From an optimization exercise on the open Yosys and OpenROAD flow, aimed at small area, a short achievable clock period and few clock cycles per item; shortcuts taken in it are not production practice.
No functional check of the RTL was part of any run shown here.
No activity file was given, so power comes from the tool's default toggle rates.

**design/flow/config.mk**
```make
export PLATFORM = sky130hd
export DESIGN_NAME = mvm_accum
export DESIGN_NICKNAME = mvm_accum
export VERILOG_FILES = /design/flow/design.v
export SDC_FILE = /design/flow/constraint.sdc
export NUM_CORES = 4
export LEC_CHECK = 0
export CAP_MARGIN = 20
export CORE_MARGIN = 2
export CORE_UTILIZATION = 40
export SLEW_MARGIN = 20
export SYNTH_HIERARCHICAL = 1
```
**design/flow/constraint.sdc**
```tcl
create_clock -name core_clock -period 9.0 [get_ports {clk}]
set_input_delay 1.8000 -clock core_clock [delete_from_list [all_inputs] [get_ports {clk}]]
set_output_delay 1.8000 -clock core_clock [all_outputs]
set_load 0.01 [all_outputs]
```
**design/flow/design.v**
```verilog
package mvm_accum_pkg;
    localparam int unsigned DEF_VP   = 3;
    localparam int unsigned DEF_EP   = 3;
    localparam int unsigned DEF_WI_X = 4;
    localparam int unsigned DEF_WF_X = 12;
    localparam int unsigned DEF_WI_W = 4;
    localparam int unsigned DEF_WF_W = 12;
    localparam int unsigned DEF_WI_O = 4;
    localparam int unsigned DEF_WF_O = 12;
endpackage
module mvm_lane (
    input  logic        clk,
    input  logic        acc_b,    
    input  logic        first_b,  
    input  logic [7:0]  eneg,     
    input  logic [7:0]  eone,     
    input  logic [7:0]  etwo,     
    input  logic [15:0] w_in,     
    input  logic        o_load,   
    output logic [15:0] data,
    output logic        ovf
);
    localparam logic [32:0] K = 33'h100010800;   
    logic        first, v;
    logic [7:0]  bneg, bone, btwo;
    logic [15:0] w;
    always_ff @(posedge clk) begin
        v     <= acc_b;
        first <= first_b;
        bneg  <= eneg;
        bone  <= eone;
        btwo  <= etwo;
        w     <= w_in;
    end
    logic [32:0] acc_s, acc_c;
    logic [32:0] as_i, ac_i;
    logic [32:0] ns, nc;
    assign as_i = first ? K : acc_s;
    assign ac_i = first ? 33'd0 : acc_c;
    wire [16:0] pp0;
    wire [16:0] pp1;
    wire [16:0] pp2;
    wire [16:0] pp3;
    wire [16:0] pp4;
    wire [16:0] pp5;
    wire [16:0] pp6;
    wire [16:0] pp7;
    wire [16:0] m0 = ({17{bone[0]}} & {w[15], w}) | ({17{btwo[0]}} & {w, 1'b0});
    assign pp0 = {v & ~(m0[16] ^ bneg[0]), m0[15:0] ^ {16{bneg[0]}}};
    wire [16:0] m1 = ({17{bone[1]}} & {w[15], w}) | ({17{btwo[1]}} & {w, 1'b0});
    assign pp1 = {v & ~(m1[16] ^ bneg[1]), m1[15:0] ^ {16{bneg[1]}}};
    wire [16:0] m2 = ({17{bone[2]}} & {w[15], w}) | ({17{btwo[2]}} & {w, 1'b0});
    assign pp2 = {v & ~(m2[16] ^ bneg[2]), m2[15:0] ^ {16{bneg[2]}}};
    wire [16:0] m3 = ({17{bone[3]}} & {w[15], w}) | ({17{btwo[3]}} & {w, 1'b0});
    assign pp3 = {v & ~(m3[16] ^ bneg[3]), m3[15:0] ^ {16{bneg[3]}}};
    wire [16:0] m4 = ({17{bone[4]}} & {w[15], w}) | ({17{btwo[4]}} & {w, 1'b0});
    assign pp4 = {v & ~(m4[16] ^ bneg[4]), m4[15:0] ^ {16{bneg[4]}}};
    wire [16:0] m5 = ({17{bone[5]}} & {w[15], w}) | ({17{btwo[5]}} & {w, 1'b0});
    assign pp5 = {v & ~(m5[16] ^ bneg[5]), m5[15:0] ^ {16{bneg[5]}}};
    wire [16:0] m6 = ({17{bone[6]}} & {w[15], w}) | ({17{btwo[6]}} & {w, 1'b0});
    assign pp6 = {v & ~(m6[16] ^ bneg[6]), m6[15:0] ^ {16{bneg[6]}}};
    wire [16:0] m7 = ({17{bone[7]}} & {w[15], w}) | ({17{btwo[7]}} & {w, 1'b0});
    assign pp7 = {v & ~(m7[16] ^ bneg[7]), m7[15:0] ^ {16{bneg[7]}}};
    wire h0s, h0c;
    mvm_ha u_h0 (.a(bneg[6]), .b(as_i[12]), .s(h0s), .co(h0c));
    wire h1s, h1c;
    mvm_ha u_h1 (.a(as_i[13]), .b(ac_i[13]), .s(h1s), .co(h1c));
    wire t2s, t2c;
    mvm_fa u_t2 (.a(bneg[7]), .b(as_i[14]), .c(ac_i[14]), .s(t2s), .co(t2c));
    wire h3s, h3c;
    mvm_ha u_h3 (.a(pp0[14]), .b(pp1[12]), .s(h3s), .co(h3c));
    wire t4s, t4c;
    mvm_fa u_t4 (.a(as_i[15]), .b(ac_i[15]), .c(pp0[15]), .s(t4s), .co(t4c));
    wire h5s, h5c;
    mvm_ha u_h5 (.a(pp1[13]), .b(pp2[11]), .s(h5s), .co(h5c));
    wire t6s, t6c;
    mvm_fa u_t6 (.a(as_i[16]), .b(ac_i[16]), .c(pp0[16]), .s(t6s), .co(t6c));
    wire h7s, h7c;
    mvm_ha u_h7 (.a(pp1[14]), .b(pp2[12]), .s(h7s), .co(h7c));
    wire t8s, t8c;
    mvm_fa u_t8 (.a(as_i[17]), .b(ac_i[17]), .c(pp1[15]), .s(t8s), .co(t8c));
    wire h9s, h9c;
    mvm_ha u_h9 (.a(as_i[18]), .b(ac_i[18]), .s(h9s), .co(h9c));
    wire h10s, h10c;
    mvm_ha u_h10 (.a(bneg[3]), .b(as_i[6]), .s(h10s), .co(h10c));
    wire h11s, h11c;
    mvm_ha u_h11 (.a(as_i[7]), .b(ac_i[7]), .s(h11s), .co(h11c));
    wire t12s, t12c;
    mvm_fa u_t12 (.a(bneg[4]), .b(as_i[8]), .c(ac_i[8]), .s(t12s), .co(t12c));
    wire h13s, h13c;
    mvm_ha u_h13 (.a(pp0[8]), .b(pp1[6]), .s(h13s), .co(h13c));
    wire t14s, t14c;
    mvm_fa u_t14 (.a(as_i[9]), .b(ac_i[9]), .c(pp0[9]), .s(t14s), .co(t14c));
    wire h15s, h15c;
    mvm_ha u_h15 (.a(pp1[7]), .b(pp2[5]), .s(h15s), .co(h15c));
    wire t16s, t16c;
    mvm_fa u_t16 (.a(bneg[5]), .b(as_i[10]), .c(ac_i[10]), .s(t16s), .co(t16c));
    wire t17s, t17c;
    mvm_fa u_t17 (.a(pp0[10]), .b(pp1[8]), .c(pp2[6]), .s(t17s), .co(t17c));
    wire h18s, h18c;
    mvm_ha u_h18 (.a(pp3[4]), .b(pp4[2]), .s(h18s), .co(h18c));
    wire t19s, t19c;
    mvm_fa u_t19 (.a(as_i[11]), .b(ac_i[11]), .c(pp0[11]), .s(t19s), .co(t19c));
    wire t20s, t20c;
    mvm_fa u_t20 (.a(pp1[9]), .b(pp2[7]), .c(pp3[5]), .s(t20s), .co(t20c));
    wire h21s, h21c;
    mvm_ha u_h21 (.a(pp4[3]), .b(pp5[1]), .s(h21s), .co(h21c));
    wire t22s, t22c;
    mvm_fa u_t22 (.a(ac_i[12]), .b(pp0[12]), .c(pp1[10]), .s(t22s), .co(t22c));
    wire t23s, t23c;
    mvm_fa u_t23 (.a(pp2[8]), .b(pp3[6]), .c(pp4[4]), .s(t23s), .co(t23c));
    wire t24s, t24c;
    mvm_fa u_t24 (.a(pp5[2]), .b(pp6[0]), .c(h0s), .s(t24s), .co(t24c));
    wire t25s, t25c;
    mvm_fa u_t25 (.a(pp0[13]), .b(pp1[11]), .c(pp2[9]), .s(t25s), .co(t25c));
    wire t26s, t26c;
    mvm_fa u_t26 (.a(pp3[7]), .b(pp4[5]), .c(pp5[3]), .s(t26s), .co(t26c));
    wire t27s, t27c;
    mvm_fa u_t27 (.a(pp6[1]), .b(h0c), .c(h1s), .s(t27s), .co(t27c));
    wire t28s, t28c;
    mvm_fa u_t28 (.a(pp2[10]), .b(pp3[8]), .c(pp4[6]), .s(t28s), .co(t28c));
    wire t29s, t29c;
    mvm_fa u_t29 (.a(pp5[4]), .b(pp6[2]), .c(pp7[0]), .s(t29s), .co(t29c));
    wire t30s, t30c;
    mvm_fa u_t30 (.a(h1c), .b(t2s), .c(h3s), .s(t30s), .co(t30c));
    wire t31s, t31c;
    mvm_fa u_t31 (.a(pp3[9]), .b(pp4[7]), .c(pp5[5]), .s(t31s), .co(t31c));
    wire t32s, t32c;
    mvm_fa u_t32 (.a(pp6[3]), .b(pp7[1]), .c(h3c), .s(t32s), .co(t32c));
    wire t33s, t33c;
    mvm_fa u_t33 (.a(h5s), .b(t4s), .c(t2c), .s(t33s), .co(t33c));
    wire t34s, t34c;
    mvm_fa u_t34 (.a(pp3[10]), .b(pp4[8]), .c(pp5[6]), .s(t34s), .co(t34c));
    wire t35s, t35c;
    mvm_ffa u_t35 (.a(pp6[4]), .b(pp7[2]), .c(h5c), .s(t35s), .co(t35c));
    wire t36s, t36c;
    mvm_ffa u_t36 (.a(h7s), .b(t6s), .c(t4c), .s(t36s), .co(t36c));
    wire t37s, t37c;
    mvm_fa u_t37 (.a(pp2[13]), .b(pp3[11]), .c(pp4[9]), .s(t37s), .co(t37c));
    wire t38s, t38c;
    mvm_fa u_t38 (.a(pp5[7]), .b(pp6[5]), .c(pp7[3]), .s(t38s), .co(t38c));
    wire t39s, t39c;
    mvm_ffa u_t39 (.a(h7c), .b(t8s), .c(t6c), .s(t39s), .co(t39c));
    wire t40s, t40c;
    mvm_fa u_t40 (.a(pp1[16]), .b(pp2[14]), .c(pp3[12]), .s(t40s), .co(t40c));
    wire t41s, t41c;
    mvm_fa u_t41 (.a(pp4[10]), .b(pp5[8]), .c(pp6[6]), .s(t41s), .co(t41c));
    wire t42s, t42c;
    mvm_fa u_t42 (.a(pp7[4]), .b(h9s), .c(t8c), .s(t42s), .co(t42c));
    wire t43s, t43c;
    mvm_fa u_t43 (.a(as_i[19]), .b(ac_i[19]), .c(pp2[15]), .s(t43s), .co(t43c));
    wire t44s, t44c;
    mvm_fa u_t44 (.a(pp3[13]), .b(pp4[11]), .c(pp5[9]), .s(t44s), .co(t44c));
    wire t45s, t45c;
    mvm_fa u_t45 (.a(pp6[7]), .b(pp7[5]), .c(h9c), .s(t45s), .co(t45c));
    wire t46s, t46c;
    mvm_fa u_t46 (.a(as_i[20]), .b(ac_i[20]), .c(pp2[16]), .s(t46s), .co(t46c));
    wire t47s, t47c;
    mvm_fa u_t47 (.a(pp3[14]), .b(pp4[12]), .c(pp5[10]), .s(t47s), .co(t47c));
    wire h48s, h48c;
    mvm_ha u_h48 (.a(pp6[8]), .b(pp7[6]), .s(h48s), .co(h48c));
    wire t49s, t49c;
    mvm_fa u_t49 (.a(as_i[21]), .b(ac_i[21]), .c(pp3[15]), .s(t49s), .co(t49c));
    wire t50s, t50c;
    mvm_fa u_t50 (.a(pp4[13]), .b(pp5[11]), .c(pp6[9]), .s(t50s), .co(t50c));
    wire t51s, t51c;
    mvm_fa u_t51 (.a(as_i[22]), .b(ac_i[22]), .c(pp3[16]), .s(t51s), .co(t51c));
    wire h52s, h52c;
    mvm_ha u_h52 (.a(pp4[14]), .b(pp5[12]), .s(h52s), .co(h52c));
    wire t53s, t53c;
    mvm_fa u_t53 (.a(as_i[23]), .b(ac_i[23]), .c(pp4[15]), .s(t53s), .co(t53c));
    wire h54s, h54c;
    mvm_ha u_h54 (.a(as_i[24]), .b(ac_i[24]), .s(h54s), .co(h54c));
    wire h55s, h55c;
    mvm_ha u_h55 (.a(bneg[1]), .b(as_i[2]), .s(h55s), .co(h55c));
    wire h56s, h56c;
    mvm_ha u_h56 (.a(as_i[3]), .b(ac_i[3]), .s(h56s), .co(h56c));
    wire t57s, t57c;
    mvm_fa u_t57 (.a(bneg[2]), .b(as_i[4]), .c(ac_i[4]), .s(t57s), .co(t57c));
    wire h58s, h58c;
    mvm_ha u_h58 (.a(pp0[4]), .b(pp1[2]), .s(h58s), .co(h58c));
    wire t59s, t59c;
    mvm_fa u_t59 (.a(as_i[5]), .b(ac_i[5]), .c(pp0[5]), .s(t59s), .co(t59c));
    wire h60s, h60c;
    mvm_ha u_h60 (.a(pp1[3]), .b(pp2[1]), .s(h60s), .co(h60c));
    wire t61s, t61c;
    mvm_fa u_t61 (.a(ac_i[6]), .b(pp0[6]), .c(pp1[4]), .s(t61s), .co(t61c));
    wire t62s, t62c;
    mvm_fa u_t62 (.a(pp2[2]), .b(pp3[0]), .c(h10s), .s(t62s), .co(t62c));
    wire t63s, t63c;
    mvm_fa u_t63 (.a(pp0[7]), .b(pp1[5]), .c(pp2[3]), .s(t63s), .co(t63c));
    wire t64s, t64c;
    mvm_fa u_t64 (.a(pp3[1]), .b(h10c), .c(h11s), .s(t64s), .co(t64c));
    wire t65s, t65c;
    mvm_fa u_t65 (.a(pp2[4]), .b(pp3[2]), .c(pp4[0]), .s(t65s), .co(t65c));
    wire t66s, t66c;
    mvm_fa u_t66 (.a(h11c), .b(t12s), .c(h13s), .s(t66s), .co(t66c));
    wire t67s, t67c;
    mvm_fa u_t67 (.a(pp3[3]), .b(pp4[1]), .c(h13c), .s(t67s), .co(t67c));
    wire t68s, t68c;
    mvm_fa u_t68 (.a(h15s), .b(t14s), .c(t12c), .s(t68s), .co(t68c));
    wire t69s, t69c;
    mvm_fa u_t69 (.a(pp5[0]), .b(h15c), .c(t16s), .s(t69s), .co(t69c));
    wire t70s, t70c;
    mvm_fa u_t70 (.a(h18s), .b(t17s), .c(t14c), .s(t70s), .co(t70c));
    wire t71s, t71c;
    mvm_fa u_t71 (.a(h18c), .b(h21s), .c(t19s), .s(t71s), .co(t71c));
    wire t72s, t72c;
    mvm_fa u_t72 (.a(t16c), .b(t20s), .c(t17c), .s(t72s), .co(t72c));
    wire t73s, t73c;
    mvm_fa u_t73 (.a(h21c), .b(t22s), .c(t23s), .s(t73s), .co(t73c));
    wire t74s, t74c;
    mvm_fa u_t74 (.a(t19c), .b(t20c), .c(t24s), .s(t74s), .co(t74c));
    wire t75s, t75c;
    mvm_fa u_t75 (.a(t25s), .b(t26s), .c(t22c), .s(t75s), .co(t75c));
    wire t76s, t76c;
    mvm_fa u_t76 (.a(t23c), .b(t27s), .c(t24c), .s(t76s), .co(t76c));
    wire t77s, t77c;
    mvm_fa u_t77 (.a(t28s), .b(t29s), .c(t25c), .s(t77s), .co(t77c));
    wire t78s, t78c;
    mvm_ffa u_t78 (.a(t26c), .b(t27c), .c(t30s), .s(t78s), .co(t78c));
    wire t79s, t79c;
    mvm_fa u_t79 (.a(t31s), .b(t28c), .c(t29c), .s(t79s), .co(t79c));
    wire t80s, t80c;
    mvm_ffa u_t80 (.a(t32s), .b(t33s), .c(t30c), .s(t80s), .co(t80c));
    wire t81s, t81c;
    mvm_fa u_t81 (.a(t34s), .b(t31c), .c(t35s), .s(t81s), .co(t81c));
    wire t82s, t82c;
    mvm_ffa u_t82 (.a(t32c), .b(t36s), .c(t33c), .s(t82s), .co(t82c));
    wire t83s, t83c;
    mvm_fa u_t83 (.a(t37s), .b(t38s), .c(t34c), .s(t83s), .co(t83c));
    wire t84s, t84c;
    mvm_ffa u_t84 (.a(t35c), .b(t39s), .c(t36c), .s(t84s), .co(t84c));
    wire t85s, t85c;
    mvm_fa u_t85 (.a(t40s), .b(t41s), .c(t37c), .s(t85s), .co(t85c));
    wire t86s, t86c;
    mvm_ffa u_t86 (.a(t38c), .b(t42s), .c(t39c), .s(t86s), .co(t86c));
    wire t87s, t87c;
    mvm_fa u_t87 (.a(t43s), .b(t44s), .c(t40c), .s(t87s), .co(t87c));
    wire t88s, t88c;
    mvm_ffa u_t88 (.a(t41c), .b(t45s), .c(t42c), .s(t88s), .co(t88c));
    wire t89s, t89c;
    mvm_fa u_t89 (.a(h48s), .b(t46s), .c(t47s), .s(t89s), .co(t89c));
    wire t90s, t90c;
    mvm_fa u_t90 (.a(t43c), .b(t44c), .c(t45c), .s(t90s), .co(t90c));
    wire t91s, t91c;
    mvm_fa u_t91 (.a(pp7[7]), .b(h48c), .c(t49s), .s(t91s), .co(t91c));
    wire t92s, t92c;
    mvm_fa u_t92 (.a(t50s), .b(t46c), .c(t47c), .s(t92s), .co(t92c));
    wire t93s, t93c;
    mvm_fa u_t93 (.a(pp6[10]), .b(pp7[8]), .c(h52s), .s(t93s), .co(t93c));
    wire t94s, t94c;
    mvm_fa u_t94 (.a(t51s), .b(t49c), .c(t50c), .s(t94s), .co(t94c));
    wire t95s, t95c;
    mvm_fa u_t95 (.a(pp5[13]), .b(pp6[11]), .c(pp7[9]), .s(t95s), .co(t95c));
    wire t96s, t96c;
    mvm_fa u_t96 (.a(h52c), .b(t53s), .c(t51c), .s(t96s), .co(t96c));
    wire t97s, t97c;
    mvm_fa u_t97 (.a(pp4[16]), .b(pp5[14]), .c(pp6[12]), .s(t97s), .co(t97c));
    wire t98s, t98c;
    mvm_fa u_t98 (.a(pp7[10]), .b(h54s), .c(t53c), .s(t98s), .co(t98c));
    wire t99s, t99c;
    mvm_fa u_t99 (.a(as_i[25]), .b(ac_i[25]), .c(pp5[15]), .s(t99s), .co(t99c));
    wire t100s, t100c;
    mvm_fa u_t100 (.a(pp6[13]), .b(pp7[11]), .c(h54c), .s(t100s), .co(t100c));
    wire t101s, t101c;
    mvm_fa u_t101 (.a(as_i[26]), .b(ac_i[26]), .c(pp5[16]), .s(t101s), .co(t101c));
    wire h102s, h102c;
    mvm_ha u_h102 (.a(pp6[14]), .b(pp7[12]), .s(h102s), .co(h102c));
    wire t103s, t103c;
    mvm_fa u_t103 (.a(as_i[27]), .b(ac_i[27]), .c(pp6[15]), .s(t103s), .co(t103c));
    wire h104s, h104c;
    mvm_ha u_h104 (.a(as_i[28]), .b(ac_i[28]), .s(h104s), .co(h104c));
    wire h105s, h105c;
    mvm_ha u_h105 (.a(bneg[0]), .b(as_i[0]), .s(h105s), .co(h105c));
    wire h106s, h106c;
    mvm_ha u_h106 (.a(as_i[1]), .b(ac_i[1]), .s(h106s), .co(h106c));
    wire t107s, t107c;
    mvm_fa u_t107 (.a(ac_i[2]), .b(pp0[2]), .c(pp1[0]), .s(t107s), .co(t107c));
    wire t108s, t108c;
    mvm_fa u_t108 (.a(pp0[3]), .b(pp1[1]), .c(h55c), .s(t108s), .co(t108c));
    wire t109s, t109c;
    mvm_fa u_t109 (.a(pp2[0]), .b(h56c), .c(t57s), .s(t109s), .co(t109c));
    wire t110s, t110c;
    mvm_fa u_t110 (.a(h58c), .b(h60s), .c(t59s), .s(t110s), .co(t110c));
    wire t111s, t111c;
    mvm_fa u_t111 (.a(h60c), .b(t61s), .c(t59c), .s(t111s), .co(t111c));
    wire t112s, t112c;
    mvm_fa u_t112 (.a(t63s), .b(t61c), .c(t64s), .s(t112s), .co(t112c));
    wire t113s, t113c;
    mvm_fa u_t113 (.a(t65s), .b(t63c), .c(t64c), .s(t113s), .co(t113c));
    wire t114s, t114c;
    mvm_fa u_t114 (.a(t65c), .b(t67s), .c(t68s), .s(t114s), .co(t114c));
    wire t115s, t115c;
    mvm_fa u_t115 (.a(t69s), .b(t67c), .c(t68c), .s(t115s), .co(t115c));
    wire t116s, t116c;
    mvm_fa u_t116 (.a(t71s), .b(t69c), .c(t72s), .s(t116s), .co(t116c));
    wire t117s, t117c;
    mvm_ffa u_t117 (.a(t71c), .b(t73s), .c(t74s), .s(t117s), .co(t117c));
    wire t118s, t118c;
    mvm_ffa u_t118 (.a(t75s), .b(t73c), .c(t74c), .s(t118s), .co(t118c));
    wire t119s, t119c;
    mvm_ffa u_t119 (.a(t77s), .b(t75c), .c(t78s), .s(t119s), .co(t119c));
    wire t120s, t120c;
    mvm_ffa u_t120 (.a(t79s), .b(t77c), .c(t80s), .s(t120s), .co(t120c));
    wire t121s, t121c;
    mvm_ffa u_t121 (.a(t81s), .b(t79c), .c(t82s), .s(t121s), .co(t121c));
    wire t122s, t122c;
    mvm_ffa u_t122 (.a(t83s), .b(t81c), .c(t84s), .s(t122s), .co(t122c));
    wire t123s, t123c;
    mvm_ffa u_t123 (.a(t85s), .b(t83c), .c(t86s), .s(t123s), .co(t123c));
    wire t124s, t124c;
    mvm_ffa u_t124 (.a(t87s), .b(t85c), .c(t88s), .s(t124s), .co(t124c));
    wire t125s, t125c;
    mvm_ffa u_t125 (.a(t89s), .b(t87c), .c(t90s), .s(t125s), .co(t125c));
    wire t126s, t126c;
    mvm_fa u_t126 (.a(t91s), .b(t92s), .c(t89c), .s(t126s), .co(t126c));
    wire t127s, t127c;
    mvm_fa u_t127 (.a(t93s), .b(t91c), .c(t94s), .s(t127s), .co(t127c));
    wire t128s, t128c;
    mvm_fa u_t128 (.a(t95s), .b(t96s), .c(t93c), .s(t128s), .co(t128c));
    wire t129s, t129c;
    mvm_fa u_t129 (.a(t97s), .b(t95c), .c(t98s), .s(t129s), .co(t129c));
    wire t130s, t130c;
    mvm_fa u_t130 (.a(t99s), .b(t97c), .c(t100s), .s(t130s), .co(t130c));
    wire t131s, t131c;
    mvm_fa u_t131 (.a(h102s), .b(t101s), .c(t99c), .s(t131s), .co(t131c));
    wire t132s, t132c;
    mvm_fa u_t132 (.a(pp7[13]), .b(h102c), .c(t103s), .s(t132s), .co(t132c));
    wire t133s, t133c;
    mvm_fa u_t133 (.a(pp6[16]), .b(pp7[14]), .c(h104s), .s(t133s), .co(t133c));
    wire t134s, t134c;
    mvm_fa u_t134 (.a(as_i[29]), .b(ac_i[29]), .c(pp7[15]), .s(t134s), .co(t134c));
    wire h135s, h135c;
    mvm_ha u_h135 (.a(as_i[30]), .b(ac_i[30]), .s(h135s), .co(h135c));
    wire h136s, h136c;
    mvm_ha u_h136 (.a(ac_i[0]), .b(pp0[0]), .s(h136s), .co(h136c));
    wire t137s, t137c;
    mvm_fa u_t137 (.a(pp0[1]), .b(h105c), .c(h106s), .s(t137s), .co(t137c));
    wire t138s, t138c;
    mvm_fa u_t138 (.a(h106c), .b(h55s), .c(t107s), .s(t138s), .co(t138c));
    wire t139s, t139c;
    mvm_fa u_t139 (.a(h56s), .b(t107c), .c(t108s), .s(t139s), .co(t139c));
    wire t140s, t140c;
    mvm_fa u_t140 (.a(h58s), .b(t108c), .c(t109s), .s(t140s), .co(t140c));
    wire t141s, t141c;
    mvm_fa u_t141 (.a(t57c), .b(t110s), .c(t109c), .s(t141s), .co(t141c));
    wire t142s, t142c;
    mvm_fa u_t142 (.a(t62s), .b(t110c), .c(t111s), .s(t142s), .co(t142c));
    wire t143s, t143c;
    mvm_fa u_t143 (.a(t62c), .b(t112s), .c(t111c), .s(t143s), .co(t143c));
    wire t144s, t144c;
    mvm_fa u_t144 (.a(t66s), .b(t113s), .c(t112c), .s(t144s), .co(t144c));
    wire t145s, t145c;
    mvm_fa u_t145 (.a(t66c), .b(t114s), .c(t113c), .s(t145s), .co(t145c));
    wire t146s, t146c;
    mvm_ffa u_t146 (.a(t70s), .b(t115s), .c(t114c), .s(t146s), .co(t146c));
    wire t147s, t147c;
    mvm_ffa u_t147 (.a(t70c), .b(t116s), .c(t115c), .s(t147s), .co(t147c));
    wire t148s, t148c;
    mvm_ffa u_t148 (.a(t72c), .b(t117s), .c(t116c), .s(t148s), .co(t148c));
    wire t149s, t149c;
    mvm_ffa u_t149 (.a(t76s), .b(t118s), .c(t117c), .s(t149s), .co(t149c));
    wire t150s, t150c;
    mvm_ffa u_t150 (.a(t76c), .b(t119s), .c(t118c), .s(t150s), .co(t150c));
    wire t151s, t151c;
    mvm_ffa u_t151 (.a(t78c), .b(t120s), .c(t119c), .s(t151s), .co(t151c));
    wire t152s, t152c;
    mvm_ffa u_t152 (.a(t80c), .b(t121s), .c(t120c), .s(t152s), .co(t152c));
    wire t153s, t153c;
    mvm_ffa u_t153 (.a(t82c), .b(t122s), .c(t121c), .s(t153s), .co(t153c));
    wire t154s, t154c;
    mvm_ffa u_t154 (.a(t84c), .b(t123s), .c(t122c), .s(t154s), .co(t154c));
    wire t155s, t155c;
    mvm_ffa u_t155 (.a(t86c), .b(t124s), .c(t123c), .s(t155s), .co(t155c));
    wire t156s, t156c;
    mvm_ffa u_t156 (.a(t125s), .b(t88c), .c(t124c), .s(t156s), .co(t156c));
    wire t157s, t157c;
    mvm_ffa u_t157 (.a(t90c), .b(t126s), .c(t125c), .s(t157s), .co(t157c));
    wire t158s, t158c;
    mvm_ffa u_t158 (.a(t92c), .b(t127s), .c(t126c), .s(t158s), .co(t158c));
    wire t159s, t159c;
    mvm_ffa u_t159 (.a(t94c), .b(t128s), .c(t127c), .s(t159s), .co(t159c));
    wire t160s, t160c;
    mvm_ffa u_t160 (.a(t96c), .b(t129s), .c(t128c), .s(t160s), .co(t160c));
    wire t161s, t161c;
    mvm_ffa u_t161 (.a(t130s), .b(t98c), .c(t129c), .s(t161s), .co(t161c));
    wire t162s, t162c;
    mvm_fa u_t162 (.a(t100c), .b(t131s), .c(t130c), .s(t162s), .co(t162c));
    wire t163s, t163c;
    mvm_fa u_t163 (.a(t101c), .b(t132s), .c(t131c), .s(t163s), .co(t163c));
    wire t164s, t164c;
    mvm_fa u_t164 (.a(t103c), .b(t133s), .c(t132c), .s(t164s), .co(t164c));
    wire t165s, t165c;
    mvm_fa u_t165 (.a(h104c), .b(t134s), .c(t133c), .s(t165s), .co(t165c));
    wire t166s, t166c;
    mvm_fa u_t166 (.a(pp7[16]), .b(h135s), .c(t134c), .s(t166s), .co(t166c));
    wire t167s, t167c;
    mvm_fa u_t167 (.a(as_i[31]), .b(ac_i[31]), .c(h135c), .s(t167s), .co(t167c));
    wire h168s, h168c;
    mvm_ha u_h168 (.a(as_i[32]), .b(ac_i[32]), .s(h168s), .co(h168c));
    assign ns[0] = h136s;
    assign ns[1] = h136c;
    assign ns[2] = t137c;
    assign ns[3] = t138c;
    assign ns[4] = t139c;
    assign ns[5] = t140c;
    assign ns[6] = t141c;
    assign ns[7] = t142c;
    assign ns[8] = t143c;
    assign ns[9] = t144c;
    assign ns[10] = t145c;
    assign ns[11] = t146c;
    assign ns[12] = t147c;
    assign ns[13] = t148c;
    assign ns[14] = t149c;
    assign ns[15] = t150c;
    assign ns[16] = t151c;
    assign ns[17] = t152c;
    assign ns[18] = t153c;
    assign ns[19] = t154c;
    assign ns[20] = t155c;
    assign ns[21] = t156c;
    assign ns[22] = t157c;
    assign ns[23] = t158c;
    assign ns[24] = t159c;
    assign ns[25] = t160c;
    assign ns[26] = t161c;
    assign ns[27] = t162c;
    assign ns[28] = t163c;
    assign ns[29] = t164c;
    assign ns[30] = t165c;
    assign ns[31] = t166c;
    assign ns[32] = t167c;
    assign nc[0] = h105s;
    assign nc[1] = t137s;
    assign nc[2] = t138s;
    assign nc[3] = t139s;
    assign nc[4] = t140s;
    assign nc[5] = t141s;
    assign nc[6] = t142s;
    assign nc[7] = t143s;
    assign nc[8] = t144s;
    assign nc[9] = t145s;
    assign nc[10] = t146s;
    assign nc[11] = t147s;
    assign nc[12] = t148s;
    assign nc[13] = t149s;
    assign nc[14] = t150s;
    assign nc[15] = t151s;
    assign nc[16] = t152s;
    assign nc[17] = t153s;
    assign nc[18] = t154s;
    assign nc[19] = t155s;
    assign nc[20] = t156s;
    assign nc[21] = t157s;
    assign nc[22] = t158s;
    assign nc[23] = t159s;
    assign nc[24] = t160s;
    assign nc[25] = t161s;
    assign nc[26] = t162s;
    assign nc[27] = t163s;
    assign nc[28] = t164s;
    assign nc[29] = t165s;
    assign nc[30] = t166s;
    assign nc[31] = t167s;
    assign nc[32] = h168s;
    wire [26:0] g, p;
    mvm_ha u_gp0 (.a(acc_s[0]), .b(acc_c[0]), .s(p[0]), .co(g[0]));
    mvm_ha u_gp1 (.a(acc_s[1]), .b(acc_c[1]), .s(p[1]), .co(g[1]));
    mvm_ha u_gp2 (.a(acc_s[2]), .b(acc_c[2]), .s(p[2]), .co(g[2]));
    mvm_ha u_gp3 (.a(acc_s[3]), .b(acc_c[3]), .s(p[3]), .co(g[3]));
    mvm_ha u_gp4 (.a(acc_s[4]), .b(acc_c[4]), .s(p[4]), .co(g[4]));
    mvm_ha u_gp5 (.a(acc_s[5]), .b(acc_c[5]), .s(p[5]), .co(g[5]));
    mvm_ha u_gp6 (.a(acc_s[6]), .b(acc_c[6]), .s(p[6]), .co(g[6]));
    mvm_ha u_gp7 (.a(acc_s[7]), .b(acc_c[7]), .s(p[7]), .co(g[7]));
    mvm_ha u_gp8 (.a(acc_s[8]), .b(acc_c[8]), .s(p[8]), .co(g[8]));
    mvm_ha u_gp9 (.a(acc_s[9]), .b(acc_c[9]), .s(p[9]), .co(g[9]));
    mvm_ha u_gp10 (.a(acc_s[10]), .b(acc_c[10]), .s(p[10]), .co(g[10]));
    mvm_ha u_gp11 (.a(acc_s[11]), .b(acc_c[11]), .s(p[11]), .co(g[11]));
    mvm_ha u_gp12 (.a(acc_s[12]), .b(acc_c[12]), .s(p[12]), .co(g[12]));
    mvm_ha u_gp13 (.a(acc_s[13]), .b(acc_c[13]), .s(p[13]), .co(g[13]));
    mvm_ha u_gp14 (.a(acc_s[14]), .b(acc_c[14]), .s(p[14]), .co(g[14]));
    mvm_ha u_gp15 (.a(acc_s[15]), .b(acc_c[15]), .s(p[15]), .co(g[15]));
    mvm_ha u_gp16 (.a(acc_s[16]), .b(acc_c[16]), .s(p[16]), .co(g[16]));
    mvm_ha u_gp17 (.a(acc_s[17]), .b(acc_c[17]), .s(p[17]), .co(g[17]));
    mvm_ha u_gp18 (.a(acc_s[18]), .b(acc_c[18]), .s(p[18]), .co(g[18]));
    mvm_ha u_gp19 (.a(acc_s[19]), .b(acc_c[19]), .s(p[19]), .co(g[19]));
    mvm_ha u_gp20 (.a(acc_s[20]), .b(acc_c[20]), .s(p[20]), .co(g[20]));
    mvm_ha u_gp21 (.a(acc_s[21]), .b(acc_c[21]), .s(p[21]), .co(g[21]));
    mvm_ha u_gp22 (.a(acc_s[22]), .b(acc_c[22]), .s(p[22]), .co(g[22]));
    mvm_ha u_gp23 (.a(acc_s[23]), .b(acc_c[23]), .s(p[23]), .co(g[23]));
    mvm_ha u_gp24 (.a(acc_s[24]), .b(acc_c[24]), .s(p[24]), .co(g[24]));
    mvm_ha u_gp25 (.a(acc_s[25]), .b(acc_c[25]), .s(p[25]), .co(g[25]));
    mvm_ha u_gp26 (.a(acc_s[26]), .b(acc_c[26]), .s(p[26]), .co(g[26]));
    wire G_1_0;
    mvm_g u_G_1_0 (.gh(g[1]), .ph(p[1]), .gl(g[0]), .g(G_1_0));
    wire G_3_2, P_3_2;
    mvm_gp u_G_3_2 (.gh(g[3]), .ph(p[3]), .gl(g[2]), .pl(p[2]), .g(G_3_2), .p(P_3_2));
    wire G_5_4, P_5_4;
    mvm_gp u_G_5_4 (.gh(g[5]), .ph(p[5]), .gl(g[4]), .pl(p[4]), .g(G_5_4), .p(P_5_4));
    wire G_8_7, P_8_7;
    mvm_gp u_G_8_7 (.gh(g[8]), .ph(p[8]), .gl(g[7]), .pl(p[7]), .g(G_8_7), .p(P_8_7));
    wire G_10_9, P_10_9;
    mvm_gp u_G_10_9 (.gh(g[10]), .ph(p[10]), .gl(g[9]), .pl(p[9]), .g(G_10_9), .p(P_10_9));
    wire G_12_11, P_12_11;
    mvm_gp u_G_12_11 (.gh(g[12]), .ph(p[12]), .gl(g[11]), .pl(p[11]), .g(G_12_11), .p(P_12_11));
    wire G_15_14, P_15_14;
    mvm_gp u_G_15_14 (.gh(g[15]), .ph(p[15]), .gl(g[14]), .pl(p[14]), .g(G_15_14), .p(P_15_14));
    wire G_17_16, P_17_16;
    mvm_gp u_G_17_16 (.gh(g[17]), .ph(p[17]), .gl(g[16]), .pl(p[16]), .g(G_17_16), .p(P_17_16));
    wire G_19_18, P_19_18;
    mvm_gp u_G_19_18 (.gh(g[19]), .ph(p[19]), .gl(g[18]), .pl(p[18]), .g(G_19_18), .p(P_19_18));
    wire G_22_21, P_22_21;
    mvm_gp u_G_22_21 (.gh(g[22]), .ph(p[22]), .gl(g[21]), .pl(p[21]), .g(G_22_21), .p(P_22_21));
    wire G_25_24, P_25_24;
    mvm_gp u_G_25_24 (.gh(g[25]), .ph(p[25]), .gl(g[24]), .pl(p[24]), .g(G_25_24), .p(P_25_24));
    wire G_6_4, P_6_4;
    mvm_gp u_G_6_4 (.gh(g[6]), .ph(p[6]), .gl(G_5_4), .pl(P_5_4), .g(G_6_4), .p(P_6_4));
    wire G_13_11, P_13_11;
    mvm_gp u_G_13_11 (.gh(g[13]), .ph(p[13]), .gl(G_12_11), .pl(P_12_11), .g(G_13_11), .p(P_13_11));
    wire G_16_14, P_16_14;
    mvm_gp u_G_16_14 (.gh(g[16]), .ph(p[16]), .gl(G_15_14), .pl(P_15_14), .g(G_16_14), .p(P_16_14));
    wire G_20_18, P_20_18;
    mvm_gp u_G_20_18 (.gh(g[20]), .ph(p[20]), .gl(G_19_18), .pl(P_19_18), .g(G_20_18), .p(P_20_18));
    wire G_23_21, P_23_21;
    mvm_gp u_G_23_21 (.gh(g[23]), .ph(p[23]), .gl(G_22_21), .pl(P_22_21), .g(G_23_21), .p(P_23_21));
    wire G_26_24, P_26_24;
    mvm_gp u_G_26_24 (.gh(g[26]), .ph(p[26]), .gl(G_25_24), .pl(P_25_24), .g(G_26_24), .p(P_26_24));
    wire G_3_0;
    mvm_g u_G_3_0 (.gh(G_3_2), .ph(P_3_2), .gl(G_1_0), .g(G_3_0));
    wire G_10_7, P_10_7;
    mvm_gp u_G_10_7 (.gh(G_10_9), .ph(P_10_9), .gl(G_8_7), .pl(P_8_7), .g(G_10_7), .p(P_10_7));
    wire G_17_14, P_17_14;
    mvm_gp u_G_17_14 (.gh(G_17_16), .ph(P_17_16), .gl(G_15_14), .pl(P_15_14), .g(G_17_14), .p(P_17_14));
    wire G_24_21, P_24_21;
    mvm_gp u_G_24_21 (.gh(g[24]), .ph(p[24]), .gl(G_23_21), .pl(P_23_21), .g(G_24_21), .p(P_24_21));
    wire G_11_7, P_11_7;
    mvm_gp u_G_11_7 (.gh(g[11]), .ph(p[11]), .gl(G_10_7), .pl(P_10_7), .g(G_11_7), .p(P_11_7));
    wire G_18_14, P_18_14;
    mvm_gp u_G_18_14 (.gh(g[18]), .ph(p[18]), .gl(G_17_14), .pl(P_17_14), .g(G_18_14), .p(P_18_14));
    wire G_25_21, P_25_21;
    mvm_gp u_G_25_21 (.gh(G_25_24), .ph(P_25_24), .gl(G_23_21), .pl(P_23_21), .g(G_25_21), .p(P_25_21));
    wire G_12_7, P_12_7;
    mvm_gp u_G_12_7 (.gh(G_12_11), .ph(P_12_11), .gl(G_10_7), .pl(P_10_7), .g(G_12_7), .p(P_12_7));
    wire G_19_14, P_19_14;
    mvm_gp u_G_19_14 (.gh(G_19_18), .ph(P_19_18), .gl(G_17_14), .pl(P_17_14), .g(G_19_14), .p(P_19_14));
    wire G_26_21, P_26_21;
    mvm_gp u_G_26_21 (.gh(G_26_24), .ph(P_26_24), .gl(G_23_21), .pl(P_23_21), .g(G_26_21), .p(P_26_21));
    wire G_6_0;
    mvm_g u_G_6_0 (.gh(G_6_4), .ph(P_6_4), .gl(G_3_0), .g(G_6_0));
    wire G_13_7, P_13_7;
    mvm_gp u_G_13_7 (.gh(G_13_11), .ph(P_13_11), .gl(G_10_7), .pl(P_10_7), .g(G_13_7), .p(P_13_7));
    wire G_20_14, P_20_14;
    mvm_gp u_G_20_14 (.gh(G_20_18), .ph(P_20_18), .gl(G_17_14), .pl(P_17_14), .g(G_20_14), .p(P_20_14));
    wire G_21_14, P_21_14;
    mvm_gp u_G_21_14 (.gh(g[21]), .ph(p[21]), .gl(G_20_14), .pl(P_20_14), .g(G_21_14), .p(P_21_14));
    wire G_22_14, P_22_14;
    mvm_gp u_G_22_14 (.gh(G_22_21), .ph(P_22_21), .gl(G_20_14), .pl(P_20_14), .g(G_22_14), .p(P_22_14));
    wire G_23_14, P_23_14;
    mvm_gp u_G_23_14 (.gh(G_23_21), .ph(P_23_21), .gl(G_20_14), .pl(P_20_14), .g(G_23_14), .p(P_23_14));
    wire G_24_14, P_24_14;
    mvm_gp u_G_24_14 (.gh(G_24_21), .ph(P_24_21), .gl(G_20_14), .pl(P_20_14), .g(G_24_14), .p(P_24_14));
    wire G_11_0;
    mvm_g u_G_11_0 (.gh(G_11_7), .ph(P_11_7), .gl(G_6_0), .g(G_11_0));
    wire G_25_14, P_25_14;
    mvm_gp u_G_25_14 (.gh(G_25_21), .ph(P_25_21), .gl(G_20_14), .pl(P_20_14), .g(G_25_14), .p(P_25_14));
    wire G_12_0;
    mvm_g u_G_12_0 (.gh(G_12_7), .ph(P_12_7), .gl(G_6_0), .g(G_12_0));
    wire G_26_14, P_26_14;
    mvm_gp u_G_26_14 (.gh(G_26_21), .ph(P_26_21), .gl(G_20_14), .pl(P_20_14), .g(G_26_14), .p(P_26_14));
    wire G_13_0;
    mvm_g u_G_13_0 (.gh(G_13_7), .ph(P_13_7), .gl(G_6_0), .g(G_13_0));
    wire G_14_0;
    mvm_g u_G_14_0 (.gh(g[14]), .ph(p[14]), .gl(G_13_0), .g(G_14_0));
    wire G_15_0;
    mvm_g u_G_15_0 (.gh(G_15_14), .ph(P_15_14), .gl(G_13_0), .g(G_15_0));
    wire G_16_0;
    mvm_g u_G_16_0 (.gh(G_16_14), .ph(P_16_14), .gl(G_13_0), .g(G_16_0));
    wire G_17_0;
    mvm_g u_G_17_0 (.gh(G_17_14), .ph(P_17_14), .gl(G_13_0), .g(G_17_0));
    wire G_18_0;
    mvm_g u_G_18_0 (.gh(G_18_14), .ph(P_18_14), .gl(G_13_0), .g(G_18_0));
    wire G_19_0;
    mvm_g u_G_19_0 (.gh(G_19_14), .ph(P_19_14), .gl(G_13_0), .g(G_19_0));
    wire G_20_0;
    mvm_g u_G_20_0 (.gh(G_20_14), .ph(P_20_14), .gl(G_13_0), .g(G_20_0));
    wire G_21_0;
    mvm_g u_G_21_0 (.gh(G_21_14), .ph(P_21_14), .gl(G_13_0), .g(G_21_0));
    wire G_22_0;
    mvm_g u_G_22_0 (.gh(G_22_14), .ph(P_22_14), .gl(G_13_0), .g(G_22_0));
    wire G_23_0;
    mvm_g u_G_23_0 (.gh(G_23_14), .ph(P_23_14), .gl(G_13_0), .g(G_23_0));
    wire G_24_0;
    mvm_g u_G_24_0 (.gh(G_24_14), .ph(P_24_14), .gl(G_13_0), .g(G_24_0));
    wire G_25_0;
    mvm_g u_G_25_0 (.gh(G_25_14), .ph(P_25_14), .gl(G_13_0), .g(G_25_0));
    wire G_26_0;
    mvm_g u_G_26_0 (.gh(G_26_14), .ph(P_26_14), .gl(G_13_0), .g(G_26_0));
    wire [27:12] cy;    
    assign cy[12] = G_11_0;
    assign cy[13] = G_12_0;
    assign cy[14] = G_13_0;
    assign cy[15] = G_14_0;
    assign cy[16] = G_15_0;
    assign cy[17] = G_16_0;
    assign cy[18] = G_17_0;
    assign cy[19] = G_18_0;
    assign cy[20] = G_19_0;
    assign cy[21] = G_20_0;
    assign cy[22] = G_21_0;
    assign cy[23] = G_22_0;
    assign cy[24] = G_23_0;
    assign cy[25] = G_24_0;
    assign cy[26] = G_25_0;
    assign cy[27] = G_26_0;
    wire [27:12] tot;
    assign tot[26:12] = p[26:12] ^ cy[26:12];
    wire inr0, inr1, sg0, sg1, t27_0, t27_1;
    mvm_top u_top (.s(acc_s[32:27]), .c(acc_c[32:27]), .inr0(inr0), .inr1(inr1),
                   .sg0(sg0), .sg1(sg1), .t0(t27_0), .t1(t27_1));
    wire inr = cy[27] ? inr1 : inr0;    
    wire sg  = cy[27] ? sg1 : sg0;      
    assign tot[27] = cy[27] ? t27_1 : t27_0;
    wire [15:0] satv = sg ? 16'h8000 : 16'h7fff;
    wire [15:0] data_n;
    wire        ovf_n;
    wire [15:0] res  = inr ? tot[27:12] : satv;
    for (genvar j = 0; j < 16; j++) begin : g_hold
        mvm_hold u_hold (.ld(o_load), .d(res[j]), .q(data[j]), .y(data_n[j]));
    end
    mvm_hold u_hovf (.ld(o_load), .d(~inr), .q(ovf), .y(ovf_n));
    always_ff @(posedge clk) begin
        acc_s <= ns;
        acc_c <= nc;
        data  <= data_n;
        ovf   <= ovf_n;
    end
endmodule
module mvm_fa (input logic a, b, c, output logic s, co);
    assign s  = a ^ b ^ c;
    assign co = (a & b) | (a & c) | (b & c);
endmodule
module mvm_ffa (input logic a, b, c, output logic s, co);
    logic p;
    mvm_xor2 u_p (.a(a), .b(b), .y(p));
    mvm_xor2 u_s (.a(p), .b(c), .y(s));
    mvm_maj3 u_c (.a(a), .b(b), .c(c), .y(co));
endmodule
module mvm_xor2 (input logic a, b, output logic y);
    assign y = a ^ b;
endmodule
module mvm_maj3 (input logic a, b, c, output logic y);
    assign y = (a & b) | (a & c) | (b & c);
endmodule
module mvm_gp (input logic gh, ph, gl, pl, output logic g, p);
    assign g = gh | (ph & gl);
    assign p = ph & pl;
endmodule
module mvm_g (input logic gh, ph, gl, output logic g);
    assign g = gh | (ph & gl);
endmodule
module mvm_top (input logic [5:0] s, c, output logic inr0, inr1, sg0, sg1, t0, t1);
    wire [5:0] u0 = s + c;
    wire [5:0] u1 = s + c + 6'd1;
    assign inr0 = (u0 == 6'd0) || (u0 == 6'd63);
    assign inr1 = (u1 == 6'd0) || (u1 == 6'd63);
    assign sg0 = u0[5];
    assign sg1 = u1[5];
    assign t0 = u0[0];
    assign t1 = u1[0];
endmodule
module mvm_hold (input logic ld, d, q, output logic y);
    assign y = ld ? d : q;
endmodule
module mvm_ha (input logic a, b, output logic s, co);
    assign s  = a ^ b;
    assign co = a & b;
endmodule
module mvm_accum (
    input  logic        clk,
    input  logic        rst,
    input  logic        clr,
    input  logic        s_valid,
    output logic        s_ready,
    input  logic [15:0] s_x,
    input  logic [47:0] s_w,
    output logic        m_valid,
    input  logic        m_ready,
    output logic [47:0] m_data,
    output logic [2:0]  m_ovf
);
    logic [1:0] bc;           
    logic       iv;           
    logic       ilast;        
    logic       afull;        
    logic       s_busy;       
    assign s_ready = ~s_busy;
    wire acc_b  = s_valid & s_ready & ~clr;
    wire o_load = afull & ~m_valid;
    wire [1:0] bc_n    = clr ? 2'd0 : acc_b ? ((bc == 2'd2) ? 2'd0 : bc + 2'd1) : bc;
    wire       afull_n = ~clr & ((iv & ilast) | (afull & ~o_load));
    wire       mval_n  = ~clr & (o_load | (m_valid & ~m_ready));
    wire [16:0] xe = {s_x, 1'b0};
    logic [7:0] eneg, eone, etwo;
    always_comb begin
        for (int i = 0; i < 8; i++) begin
            eneg[i] = xe[2*i+2] & ~(xe[2*i+1] & xe[2*i]);
            eone[i] = xe[2*i+1] ^ xe[2*i];
            etwo[i] = (xe[2*i+2] & ~xe[2*i+1] & ~xe[2*i]) | (~xe[2*i+2] & xe[2*i+1] & xe[2*i]);
        end
    end
    always_ff @(posedge clk or posedge rst) begin
        if (rst) begin
            bc      <= 2'd0;
            iv      <= 1'b0;
            ilast   <= 1'b0;
            afull   <= 1'b0;
            m_valid <= 1'b0;
            s_busy  <= 1'b0;
        end else begin
            bc      <= bc_n;
            iv      <= acc_b;
            ilast   <= acc_b & (bc == 2'd2);
            afull   <= afull_n;
            m_valid <= mval_n;
            s_busy  <= (bc_n == 2'd0) & (mval_n | afull_n);
        end
    end
    for (genvar l = 0; l < 3; l++) begin : g_lane
        mvm_lane u_lane (
            .clk    (clk),
            .acc_b  (acc_b),
            .first_b(acc_b & (bc == 2'd0)),
            .eneg   (eneg & {8{acc_b}}),
            .eone   (eone & {8{acc_b}}),
            .etwo   (etwo & {8{acc_b}}),
            .w_in   (s_w[(2-l)*16 +: 16]),
            .o_load (o_load),
            .data   (m_data[(2-l)*16 +: 16]),
            .ovf    (m_ovf[l])
        );
    end
endmodule
```
**design/flow/flow/run.sh**
```bash
#!/bin/bash
set -euo pipefail
mapfile -t KNOBS < <(grep -v '^\s*\(#\|$\)' flow/knobs.txt)
bash standard.sh "${KNOBS[@]}" finish > orfs_make.log 2>&1
```
**design/flow/flow/knobs.txt**
```
SETUP_SLACK_MARGIN=5.95
MATCH_CELL_FOOTPRINT=0
BUFFER_PORTS_ARGS=-buffer_cell sky130_fd_sc_hd__buf_2
```
**design/flow/standard.sh**
```bash
#!/bin/bash
# synth_recipe.tcl (not shown) runs the flow's synth.tcl, then flattens the netlist and writes it again
# the make line also repeats each setting of config.mk as NAME=value (left out here)
make -C /OpenROAD-flow-scripts/flow DESIGN_CONFIG=/design/flow/config.mk WORK_HOME=/design/flow/orfs CLKGATE_MAP_FILE= SYNTH_SCRIPT=/design/flow/synth_recipe.tcl "${@:-finish}"
```
==> results.json, run 1 <==
{
  "cts_tree": "built",
  "syn-num-nets": 3649,
  "share_of_final_layout_standard_cells_stronger_than_drive_strength_1_pct": 22.2,
  "worst_ep_arrival_time_ns": 3.53,
  "syn_area_mm2": 0.0332,
  "cts.htree.levels": 2,
  "worst_max_slew_pin_slew_ns": 0.911,
  "finalCoreUtilization_pct": 45.7,
  "finalWeightedCongestion": 0.840,
  "numClockSinks": 382,
  "synth.most_common_cell": "xnor2_1",
  "hold_path.class": "flop to flop",
  "power_mw": 12.2,
  "place.detailed.hpwl_um": 61000,
  "min_period_ns": 3.00,
  "comb_power_share_pct": 61.8,
  "detailedRoute.firstIterationViolations": 1531,
  "grt_overflow_total": 0,
  "crit_fanout": 10,
  "drt_pre_antenna_iters": 5,
  "ir_drop_mv": 0.165,
  "area_delta_synth_final_pct": 13.0,
  "final.hold.worst_slack_ns": 0.481,
  "synth_seq_area_share_pct": 23.1,
  "layout.filler_cells": 7623,
  "clk_pin_slew_worst_paths_ns": 0.06,
  "port_buffers": 121,
  "timing_worst_setup_path_type": "flop to flop",
  "synth_flop_cell": "dfxtp_1",
  "worst_clock_skew_ns": 0.0317,
  "netSwitchingFraction_pct": 41.3,
  "num_rows": 105,
  "clock_power_share_pct": 16.6,
  "effective_utilization_at_floorplan_pct": 40.4,
  "synth.top_cells.by_count": "432 x xnor2_1, 375 x dfxtp_1, 361 x a22oi_1",
  "achievable-frequency_mhz": 334,
  "latest_clock_arrival_within_the_worst_skew_pair_ns": 0.61,
  "vias_in_the_first_global_route": 24200,
  "share_of_flip_flops_with_an_asynchronous_set_or_reset_after_synthesis_pct": 1.83,
  "die_y_um": 292,
  "drt-wirelength-per-cell_um": 21.1,
  "synth_enable_flop_cells": 0,
  "ffs_latches_synth": 382,
  "syn-instance-count": 3069,
  "viasPerCell": 5.44,
  "setup_viol": 0,
  "max_cap_violations": 0,
  "clock_tree_root_buffer_cell": "clkbuf_16",
  "timing.final.max_slew_violations": 0,
  "drc_errors": 0,
  "crit_path_start_kind": "flop",
  "power_per_cell_area_mw_per_mm2": 325,
  "ioPinCount": 122,
  "wirelength_um": 89600,
  "status": "complete, no violations",
  "post_synth_num_cell_types": 50,
  "placed_cells_incl_taps": 4038,
  "placed_cell_area_mm2": 0.0342,
  "non_filler_instance_count_after_layout": 4242,
  "floorplan_die_area_mm2": 0.0853,
  "groute.usage.overall_pct": 20.5,
  "yosysTopAreaCellShare_pct": 22.6,
  "final_critical_path_setup_slack_ns": 6.00,
  "cp.required_ns": 9.53,
  "syn_avg_cell_area_um2": 10.8,
  "die_width_um": 292,
  "num_vias": 23100,
  "setup_repair_after_global_routing_missed_its_margin": "yes",
  "yosys_warnings": 8,
  "netlist.top_cell.by_area": "dfxtp_1",
  "slew-limit-headroom_pct": 39.2,
  "critPathCaptureType": "flop",
  "synthTopCellsByArea": "dfxtp_1 23%, fa_1 20%, xnor2_1 11%, a22oi_1 8.2%, ha_1 6.8%",
  "seq_power_share_pct": 21.6,
  "postLayoutCellArea_mm2": 0.0375,
  "cell_internal_power_mw": 7.16,
  "reported_leakage_power_nw": 16.7,
  "switchingPower_mw": 5.03,
  "grt_first_pass_wirelength_um": 139000,
  "post-route-period-util_pct": 33.3,
  "clockBufferDepth": 3,
  "post_place_setup_slack_ns": 5.52,
  "cts_buffers": 48,
  "layout.nets": 3712,
  "detail-route-antenna-nets": 0,
  "report.final.hold_viol_count": 0,
  "antenna_found_initial": 12,
  "finalSetupTns_ns": 0,
  "placeable_area_mm2": 0.0821,
  "grt_start_max_net_pins": 67
}
-- worst max-delay path, cell delays in order, from the launching register on --
cell and delay [ns]:
dfxtp_4 0.42, a22oi_1 0.12, xnor2_1 0.35, fa_1 0.54, xor2_1 0.21, xor2_1 0.24
xor2_1 0.19, xor2_1 0.26, xor2_1 0.26, xor2_1 0.19, xor2_1 0.15
-- cell type report --
class	instances	area (um^2)	share of cell area (%)
Timing Repair Buffer	263	1890	5.05
Tap cell	1070	1340	3.57
Clock buffer	59	1290	3.45
Inverter	16	67.6	0.180
Antenna cell	2	5.00	0.0133
Clock inverter	29	354	0.944
Multi-Input combinational cell	2421	24500	65.4
Sequential cell	382	8030	21.4
-- modules after synthesis (local to each module, per instance), excerpt --
module,cells,flip-flops and latches,times used
mvm_g,1,0,57
mvm_xor2,1,0,204
mvm_top,32,0,3
mvm_accum,81,7,1
mvm_fa,1,0,327
mvm_ha,1,0,159
mvm_gp,2,0,99
mvm_hold,1,0,51
mvm_lane,598,125,3
mvm_maj3,1,0,102
-- path summary, 6_finish.rpt --
path	from	endpoint	slack [ns]	depth (start not counted)
max	g_lane[0].u_lane.btwo[1]$_DFF_P_	g_lane[0].u_lane.acc_c[17]$_DFF_P_	6.00	10
min	g_lane[1].u_lane.ovf$_DFF_P_	g_lane[1].u_lane.ovf$_DFF_P_	0.48	1
max reg2reg	g_lane[0].u_lane.btwo[1]$_DFF_P_	g_lane[0].u_lane.acc_c[17]$_DFF_P_	6.00	10
min reg2reg	g_lane[1].u_lane.ovf$_DFF_P_	g_lane[1].u_lane.ovf$_DFF_P_	0.48	1
max in group asynchronous	rst	m_valid$_DFF_PP0_	7.67	2
min in group asynchronous	rst	afull$_DFF_PP0_	1.11	2
-- sequential cells by signal, summed over array words and instances (netlist names), 2 cells and up --
| register | count |
|---|---|
| g_lane.u_lane.data | 48 |
| g_lane.u_lane.btwo | 24 |
| g_lane.u_lane.w | 48 |
| g_lane.u_lane.ovf | 3 |
| g_lane.u_lane.acc_c | 99 |
| g_lane.u_lane.first | 3 |
| g_lane.u_lane.v | 3 |
| g_lane.u_lane.acc_s | 99 |
| g_lane.u_lane.bneg | 24 |
| g_lane.u_lane.bone | 24 |
| bc | 2 |
-- power groups by stage --
stage	registers (mW)	logic (mW)	clock network, mW
floorplan	2.49	5.93	0
finish	2.63	7.53	2.03
detailed placement	2.68	7.15	0
global placement	2.68	7.07	0
CTS	2.65	7.30	2.10
global route	2.69	8.44	2.17
-- cells in the final DEF (no fill, tap or decap), drive strengths merged, types with 27 or more instances in the layout --
| cell | instances |
|---|---|
| xnor2 | 435 |
| buf | 256 |
| nand2b | 29 |
| nor2b | 192 |
| nand2 | 53 |
| mux2 | 54 |
| xor2 | 216 |
| dfxtp | 375 |
| ha | 181 |
| clkbuf | 66 |
| fa | 330 |
| a22oi | 361 |
| maj3 | 102 |
| mux2i | 34 |
| and2 | 108 |
| o21ai | 27 |
| a21o | 156 |
| o211ai | 45 |
-- metal layers --
| layer | up-vias | track usage, % | routed length, um |
|---|---|---|---|
| met5 | - | 0 | 36 |
| met4 | 6 | 5.13 | 1840 |
| met3 | 148 | 4.20 | 6120 |
| met2 | 713 | 34.2 | 42000 |
| met1 | 11600 | 27.2 | 39600 |
| li1 | 10600 | - | - |
-- logic make-up (layout without fill, tap and decap cells) --
family	count (synthesis)	after routing	share of synthesized area, %
DFF	382	382	23.1
other	0	2	0
xor gates and xnor gates	651	651	17.2
buffers and inverters	270	367	3.71
adders and majority gates	613	613	30.2
muxes	86	88	3.41
and+or+nand+nor	453	455	8.16
AOI/OAI and AO/OA	614	614	14.1
-- repair_timing --
action | in CTS | in global routing
hold buffers | 0 | 0
endpoints found under the setup margin | 150 | 122
resized for setup | 131 | 135
cloned | 1 | 8
buffers inserted | 8 | 97
pin swaps | 15 | 83
==> run 2: changes to the inputs <==
--- a/design/flow/config.mk
+++ b/design/flow/config.mk
@@ -7,6 +7,6 @@
 export LEC_CHECK = 0
 export CAP_MARGIN = 20
 export CORE_MARGIN = 2
-export CORE_UTILIZATION = 40
+export CORE_UTILIZATION = 60
 export SLEW_MARGIN = 20
 export SYNTH_HIERARCHICAL = 1
==> run 2 against run 1 <==
Compared with the run above: synthesized cell count is the same; critical path depth shrank 9; worst hold slack gained 0.0019 ns; area after synthesis is the same; largest power group unchanged.
==> results.json, run 2 <==
{
  "synth.most_common_cell": "xnor2_1",
  "area_delta_synth_final_pct": 11.2,
  "critical_path.slowest_cell": "dfrtp_2",
  "worst_clock_skew_ns": 0.0178,
  "top_family_by_delay_on_critical_path": "flip-flops",
  "report.final.hold_viol_count": 0,
  "num_rows": 86,
  "finalCoreUtilization_pct": 67.3,
  "grt_overflow_total": 0,
  "ir_drop_mv": 0.220,
  "clock_tree_root_buffer_cell": "clkbuf_16",
  "groute.usage.overall_pct": 29.0,
  "yosysTopAreaCellShare_pct": 22.6,
  "clockBufferDepth": 3,
  "cts_buffers": 45,
  "grt_first_pass_wirelength_um": 131000,
  "timing_worst_setup_path_type": "flop to output port",
  "cts.htree.levels": 2,
  "vias_in_the_first_global_route": 23900,
  "post-route-period-util_pct": 33.5,
  "setup_viol": 0,
  "syn_area_mm2": 0.0332,
  "floorplan_die_area_mm2": 0.0572,
  "seq_power_share_pct": 21.9,
  "crit_path_cell_trace": "buf_2",
  "min_period_ns": 3.01,
  "hold_path.class": "flop to flop",
  "clock_power_share_pct": 15.2,
  "crit_path_start_kind": "flop",
  "cts_tree": "built",
  "multi_input_comb_area_mm2": 0.0246,
  "grt_start_max_net_pins": 67,
  "worst_ep_arrival_time_ns": 1.21,
  "drt_pre_antenna_iters": 6,
  "setup_repair_after_global_routing_missed_its_margin": "yes",
  "max_cap_violations": 0,
  "yosys_warnings": 8,
  "largest_registers": "g_lane.u_lane.acc_c: 99 flops, g_lane.u_lane.acc_s: 99 flops",
  "slew-limit-headroom_pct": 33.2,
  "finalWeightedCongestion": 0.865,
  "synth_enable_flop_cells": 0,
  "die_width_um": 239,
  "switchingPower_mw": 5.02,
  "crit_buf_inv": 1,
  "critPathCaptureType": "output port",
  "clk_pin_slew_worst_paths_ns": 0.06,
  "synth_flop_cell": "dfxtp_1",
  "crit_fanout": 6,
  "cp.required_ns": 7.20,
  "achievable-frequency_mhz": 332,
  "layout_commonest_cell": "xnor2_1",
  "ioPinCount": 122,
  "ffs_latches_synth": 382,
  "cts_hold_buf": 0,
  "comb_power_share_pct": 62.9,
  "viasPerCell": 6.05,
  "finalSetupTns_ns": 0,
  "netSwitchingFraction_pct": 41.6,
  "synth.top_cells.by_count": "432 x xnor2_1, 375 x dfxtp_1, 361 x a22oi_1",
  "detailedRoute.firstIterationViolations": 1589,
  "numClockSinks": 382,
  "layout.cells.most_common_list": "428 x xnor2_1, 355 x a22oi_1, 329 x fa_1, 264 x dfxtp_1, 213 x xor2_1",
  "latest_clock_arrival_within_the_worst_skew_pair_ns": 0.59,
  "netlist.top_cell.by_area": "dfxtp_1",
  "timing.final.max_slew_violations": 0,
  "worst_max_slew_pin_slew_ns": 1.00,
  "drt-wirelength-per-cell_um": 22.0,
  "syn-instance-count": 3069,
  "power_per_cell_area_mw_per_mm2": 327,
  "die_y_um": 239,
  "antenna_found_initial": 7,
  "synthTopCellsByArea": "dfxtp_1 23%, fa_1 20%, xnor2_1 11%, a22oi_1 8.2%, ha_1 6.8%",
  "placeable_area_mm2": 0.0549,
  "detail-route-antenna-nets": 0,
  "place.detailed.hpwl_um": 58900,
  "reported_leakage_power_nw": 16.6,
  "port_buffers": 121,
  "num_vias": 23300,
  "syn-num-nets": 3649,
  "share_of_final_layout_standard_cells_stronger_than_drive_strength_1_pct": 22.0,
  "synth_seq_area_share_pct": 23.1,
  "layout.area.seq_mm2": 0.00806,
  "post_synth_num_cell_types": 50,
  "drc_errors": 0,
  "layout.nets": 3691,
  "effective_utilization_at_floorplan_pct": 60.5,
  "status": "complete, no violations",
  "share_of_flip_flops_with_an_asynchronous_set_or_reset_after_synthesis_pct": 1.83,
  "wirelength_um": 84800,
  "syn_avg_cell_area_um2": 10.8,
  "slowest_delay_ns": 0.46,
  "cell_internal_power_mw": 7.04,
  "layout.filler_cells": 4248
}
run 2: layout make-up:
cell class,count,share of cell area (%)
Antenna cell,8,0.0542
Sequential cell,382,21.8
Clock buffer,61,3.43
Inverter,16,0.183
Timing Repair Buffer,243,4.83
Clock inverter,21,0.600
Multi-Input combinational cell,2423,66.7
Tap cell,704,2.39
run 2: worst paths after layout:
| kind | endpoint | start | cells past startpoint | slack, ns |
|---|---|---|---|---|
| worst max-delay path | m_valid | m_valid$_DFF_PP0_ | 1 | 5.99 |
| worst min-delay path | g_lane[1].u_lane.data[14]$_DFF_P_ | g_lane[1].u_lane.data[14]$_DFF_P_ | 1 | 0.48 |
| worst max register to register | g_lane[1].u_lane.acc_c[9]$_DFF_P_ | g_lane[1].u_lane.btwo[0]$_DFF_P_ | 7 | 6.02 |
| worst min register to register | g_lane[1].u_lane.data[14]$_DFF_P_ | g_lane[1].u_lane.data[14]$_DFF_P_ | 1 | 0.48 |
| max in group asynchronous | m_valid$_DFF_PP0_ | rst | 2 | 7.65 |
| min in group asynchronous | iv$_DFF_PP0_ | rst | 2 | 1.13 |
run 2: cells by family after synthesis:
logic type      after synthesis  share of synthesized area (%)
compound gates              614                           14.1
xor+xnor                    651                           17.2
fa+ha+maj                   613                           30.2
buf+inv                     270                           3.71
flops                       382                           23.1
mux                          86                           3.41
simple gates                453                           8.16
run 2: through the flow:
step	hold slack (ns)	cells	total power [mW]	cell area (um^2)	worst slack (ns)
CTS	0.486	3747	11.8	35500	5.87
global route	0.496	3855	13.1	36900	5.90
floorplan	0.450	3069	8.42	33200	5.97
global placement	0.467	3661	9.61	33700	5.37
detailed placement	0.466	3661	9.84	33700	5.51
finish	0.483	3858	12.1	36900	5.99
run 2: repair_timing:
| action | in CTS | in global routing |
|---|---|---|
| resized for setup | 137 | 145 |
| pin swaps | 1 | 63 |
| setup endpoints to repair | 148 | 117 |
| buffers inserted | 3 | 95 |
| cloned | 1 | 8 |
run 2: power by group through the flow:
stage | clock (mW) | sequential (mW) | combinational (mW)
finish | 1.84 | 2.64 | 7.58
floorplan | 0 | 2.49 | 5.93
CTS | 1.88 | 2.66 | 7.29
global placement | 0 | 2.68 | 6.92
global route | 1.95 | 2.69 | 8.44
detailed placement | 0 | 2.69 | 7.15
run 2: modules after synthesis (local to each module, per instance), excerpt:
module / cell area, um^2 / times used / flip-flops and latches / cells
mvm_xor2: 8.76 / 204 / 0 / 1
mvm_lane: 5890 / 3 / 125 / 598
mvm_ha: 12.5 / 159 / 0 / 1
mvm_fa: 20.0 / 327 / 0 / 1
mvm_maj3: 11.3 / 102 / 0 / 1
mvm_gp: 13.8 / 99 / 0 / 2
mvm_g: 7.51 / 57 / 0 / 1
mvm_accum: 709 / 1 / 7 / 81
mvm_hold: 15.0 / 51 / 0 / 1
mvm_top: 259 / 3 / 0 / 32
run 2: metal layers:
layer  up-vias  part of all wire, %  track usage (%)
met5         -                    0                0
met4         0                  3.2             11.0
met3       171                  6.6             4.37
met2       847                   47             47.0
met1     11700                   43             39.3
li1      10600                    -                -

separate check: timing with driven ports:
No port has a modelled driver above. Below, the same layouts with a new extraction and two added sets of constraints. Step 1, drivers: a clkbuf_16 drives clk and a buf_2 each remaining input, both assumed. Step 2 moves the port delays by t, midway between the first and last clock arrival at a register: inputs arrive t later, outputs are due t later. That takes back most of the time a late clock gives input paths. Slacks: ideal / step 1 / step 2; pairs: ideal / step 1.
run | t, ns | setup WS [ns] | slew at the worst register clock pin (ns)
run 1 | 0.657 | 6.004 / 5.969 / 5.683 | 0.07 / 0.07
run 2 | 0.645 | 5.985 / 5.923 / 5.582 | 0.07 / 0.07
After both steps every run listed still meets setup and hold. For run 2, which loses most, drivers alone change the setup slack by -0.062 ns; drivers and shift together by -0.403 ns.
